This design comes from an exercise in tuning for small area and a short achievable clock period on the open sky130 flow, not from production work.
RTL that was checked went through simulation tests only; none was proved equivalent to the original.

Design timing_recovery_top, start of the top module:
module timing_recovery_top (
  input  logic               clk,
  input  logic               reset_n,
  input  logic [31:0]        sample_i,     
  output logic [31:0]        sym_o,        
  output logic               sym_valid_o,
  output logic [18:0]        err_o,        
  output logic signed [11:0] ctrl_o
);
==> module timing_recovery_top, before the edit <==
module timing_recovery_top (
  input  logic               clk,
  input  logic               reset_n,
  input  logic [31:0]        sample_i,     
  output logic [31:0]        sym_o,        
  output logic               sym_valid_o,
  output logic [18:0]        err_o,        
  output logic signed [11:0] ctrl_o
);
  logic               sym_strobe;   
  logic               hp_load;       
  logic [18:0]        err;          
  logic signed [11:0] ctrl;         
  gardner_ted u_ted (
    .clk          (clk),
    .reset_n      (reset_n),
    .sample_i     (sample_i),
    .sym_strobe_i (sym_strobe),
    .hp_load_i     (hp_load),
    .err_o        (err),
    .sym_o        (sym_o),
    .sym_valid_o  (sym_valid_o)
  );
  loop_filter_pi u_lf (
    .clk     (clk),
    .reset_n (reset_n),
    .err_i   (err),
    .ctrl_o  (ctrl)
  );
  symbol_nco u_nco (
    .clk          (clk),
    .reset_n      (reset_n),
    .ctrl_i       (ctrl),
    .sym_strobe_o (sym_strobe),
    .hp_load_o     (hp_load)
  );
  assign err_o  = err;
  assign ctrl_o = ctrl;
endmodule
clock: 12.0 ns
lec_check: 0
cap_margin: 20
core_margin: 2
core_utilization: 40
slew_margin: 20
standard.sh (not shown) runs the stock make flow with config.mk's settings and CLKGATE_MAP_FILE= SYNTH_SCRIPT=/design/flow/synth_recipe.tcl, a recipe that flattens the netlist after the stock synthesis.
==> flow/flow/run.sh <==
#!/bin/bash
# The standard layout (the standard.sh, unchanged synthesis and steps) with
# two make settings: the timing repair steps aim for 6 ns of setup slack
# (SETUP_SLACK_MARGIN=6), and every input and output port still gets its own
# buffer, but a buf_1 rather than the default delay buffer (BUFFER_PORTS_ARGS);
# the repair steps resize the ones on critical paths. The make output goes to
# standard_flow.log; each ORFS step also keeps its own log under orfs/logs.
set -euo pipefail
bash standard.sh SETUP_SLACK_MARGIN=6 "BUFFER_PORTS_ARGS=-buffer_cell sky130_fd_sc_hd__buf_1" finish > standard_flow.log 2>&1
Change:
--- a/flow/design.v
+++ b/flow/design.v
@@ -1142,17 +1142,17 @@
   output logic [18:0]        err_o,        
   output logic signed [11:0] ctrl_o
 );
   logic               sym_strobe;   
-  logic               hp_load;       
+  logic               hp_load;      
   logic [18:0]        err;          
   logic signed [11:0] ctrl;         
   gardner_ted u_ted (
     .clk          (clk),
     .reset_n      (reset_n),
     .sample_i     (sample_i),
     .sym_strobe_i (sym_strobe),
-    .hp_load_i     (hp_load),
+    .hp_load_i    (hp_load),
     .err_o        (err),
     .sym_o        (sym_o),
     .sym_valid_o  (sym_valid_o)
   );
@@ -1166,9 +1166,9 @@
     .clk          (clk),
     .reset_n      (reset_n),
     .ctrl_i       (ctrl),
     .sym_strobe_o (sym_strobe),
-    .hp_load_o     (hp_load)
+    .hp_load_o    (hp_load)
   );
   assign err_o  = err;
   assign ctrl_o = ctrl;
 endmodule
Result: The changed run completed with no timing, DRC or antenna violations; core utilization does not change; non-clock buffer count is unchanged; final area is unchanged; clock-buffer cell count stays the same; maximum frequency does not change; worst hold slack does not change; clock skew stays the same; final cell count is unchanged; die area does not change; setup slack is unchanged; global-route usage is unchanged.

timing_recovery_top, a different RTL version from the one above (not shown whole).
Size in the first run: about 2,300 cells after synthesis, roughly 24,000 um^2 of cells after synthesis.
==> flow/design.v (excerpt) <==
module timing_recovery_top (
  input  logic               clk,
  input  logic               reset_n,
  input  logic [31:0]        sample_i,     
  output logic [31:0]        sym_o,        
  output logic               sym_valid_o,
  output logic [18:0]        err_o,        
  output logic signed [11:0] ctrl_o
);
Settings: LEC_CHECK=0, CAP_MARGIN=20, CORE_MARGIN=2, CORE_UTILIZATION=40, CTS_CLUSTER_DIAMETER=100, CTS_CLUSTER_SIZE=25, SLEW_MARGIN=20; clock period 12.0 ns.
==> flow/flow/run.sh <==
#!/bin/bash
# The standard layout (the standard.sh, unchanged synthesis and steps) with
# two make settings: the timing repair steps aim for 6.6 ns of setup slack
# (SETUP_SLACK_MARGIN=6.6), and every input and output port still gets its own
# buffer, but a buf_1 rather than the default delay buffer (BUFFER_PORTS_ARGS);
# the repair steps resize the ones on critical paths. The make output goes to
# standard_flow.log; each ORFS step also keeps its own log under orfs/logs.
set -euo pipefail
bash standard.sh SETUP_SLACK_MARGIN=6.6 "BUFFER_PORTS_ARGS=-buffer_cell sky130_fd_sc_hd__buf_1" finish > standard_flow.log 2>&1
Edit:
--- a/flow/design.v
+++ b/flow/design.v
@@ -1106,18 +1106,17 @@
   assign isum_p4[13] = isum_p3[13] & isum_p3[5];
   assign isum = isum_x ^ isum_g4[12:0];
   logic ovp, ovn;
   assign ovp = ~isum[12] &  isum[11];
   assign ovn =  isum[12] & ~isum[11];
   logic [11:0] integ_nxt;
   assign integ_nxt = ovp ? 12'h7ff : ovn ? 12'h800 : isum[11:0];
-  logic [14:0] cs_s, cs_c, cs_t;
-  assign cs_t = a15 ^ b15;
-  assign cs_s = cs_t ^ i15;
-  always_comb for (int k = 0; k < 15; k++) cs_c[k] = cs_t[k] ? i15[k] : a15[k];
+  logic [14:0] cs_s, cs_c;
+  assign cs_s = a15 ^ b15 ^ i15;
+  assign cs_c = (a15 & b15) | (a15 & i15) | (b15 & i15);
   logic [14:0] ysum, ysum_a, ysum_b, ysum_x;
   assign ysum_a = cs_s;
   assign ysum_b = {cs_c[13:0], 1'b0};
   assign ysum_x = ysum_a ^ ysum_b;
   logic [15:0] ysum_g0, ysum_p0;
   assign ysum_g0 = {ysum_a & ysum_b, 1'b0};
   assign ysum_p0 = {ysum_x, 1'b0};
=> The new run finished with timing, DRC and antenna clean; sequential cell count stays the same; area after synthesis goes up by 0.58%; via count falls by 1.6%; clock skew is lower by 0.0050 ns.
Function not checked in the first run of this note: the RTL went through the layout flow alone.

port drivers added, routing unchanged:
No port has a modelled driver above. Below, the same layouts with a new extraction and two added sets of constraints. Step 1, drivers: a clkbuf_16 drives clk and a buf_2 each remaining input, both assumed. Step 2, shift: input delay + t, output delay - t, t = (earliest + latest rising clock arrival at the registers) / 2. This alone moves slack from input paths to output paths. Three values: ideal ports, drivers, drivers and shift; two values: the first two.
run	t, ns	setup WS [ns]	worst setup path after step 2
the first run of note 1	0.639	6.170 / 6.183 / 5.548	input to register
the second run of note 1	0.639	6.170 / 6.183 / 5.548	input to register
the first run of note 2	0.631	6.574 / 6.513 / 6.169	input to register
the second run of note 2	0.649	6.578 / 6.516 / 6.031	input to register
After both steps every run listed still meets setup and hold.
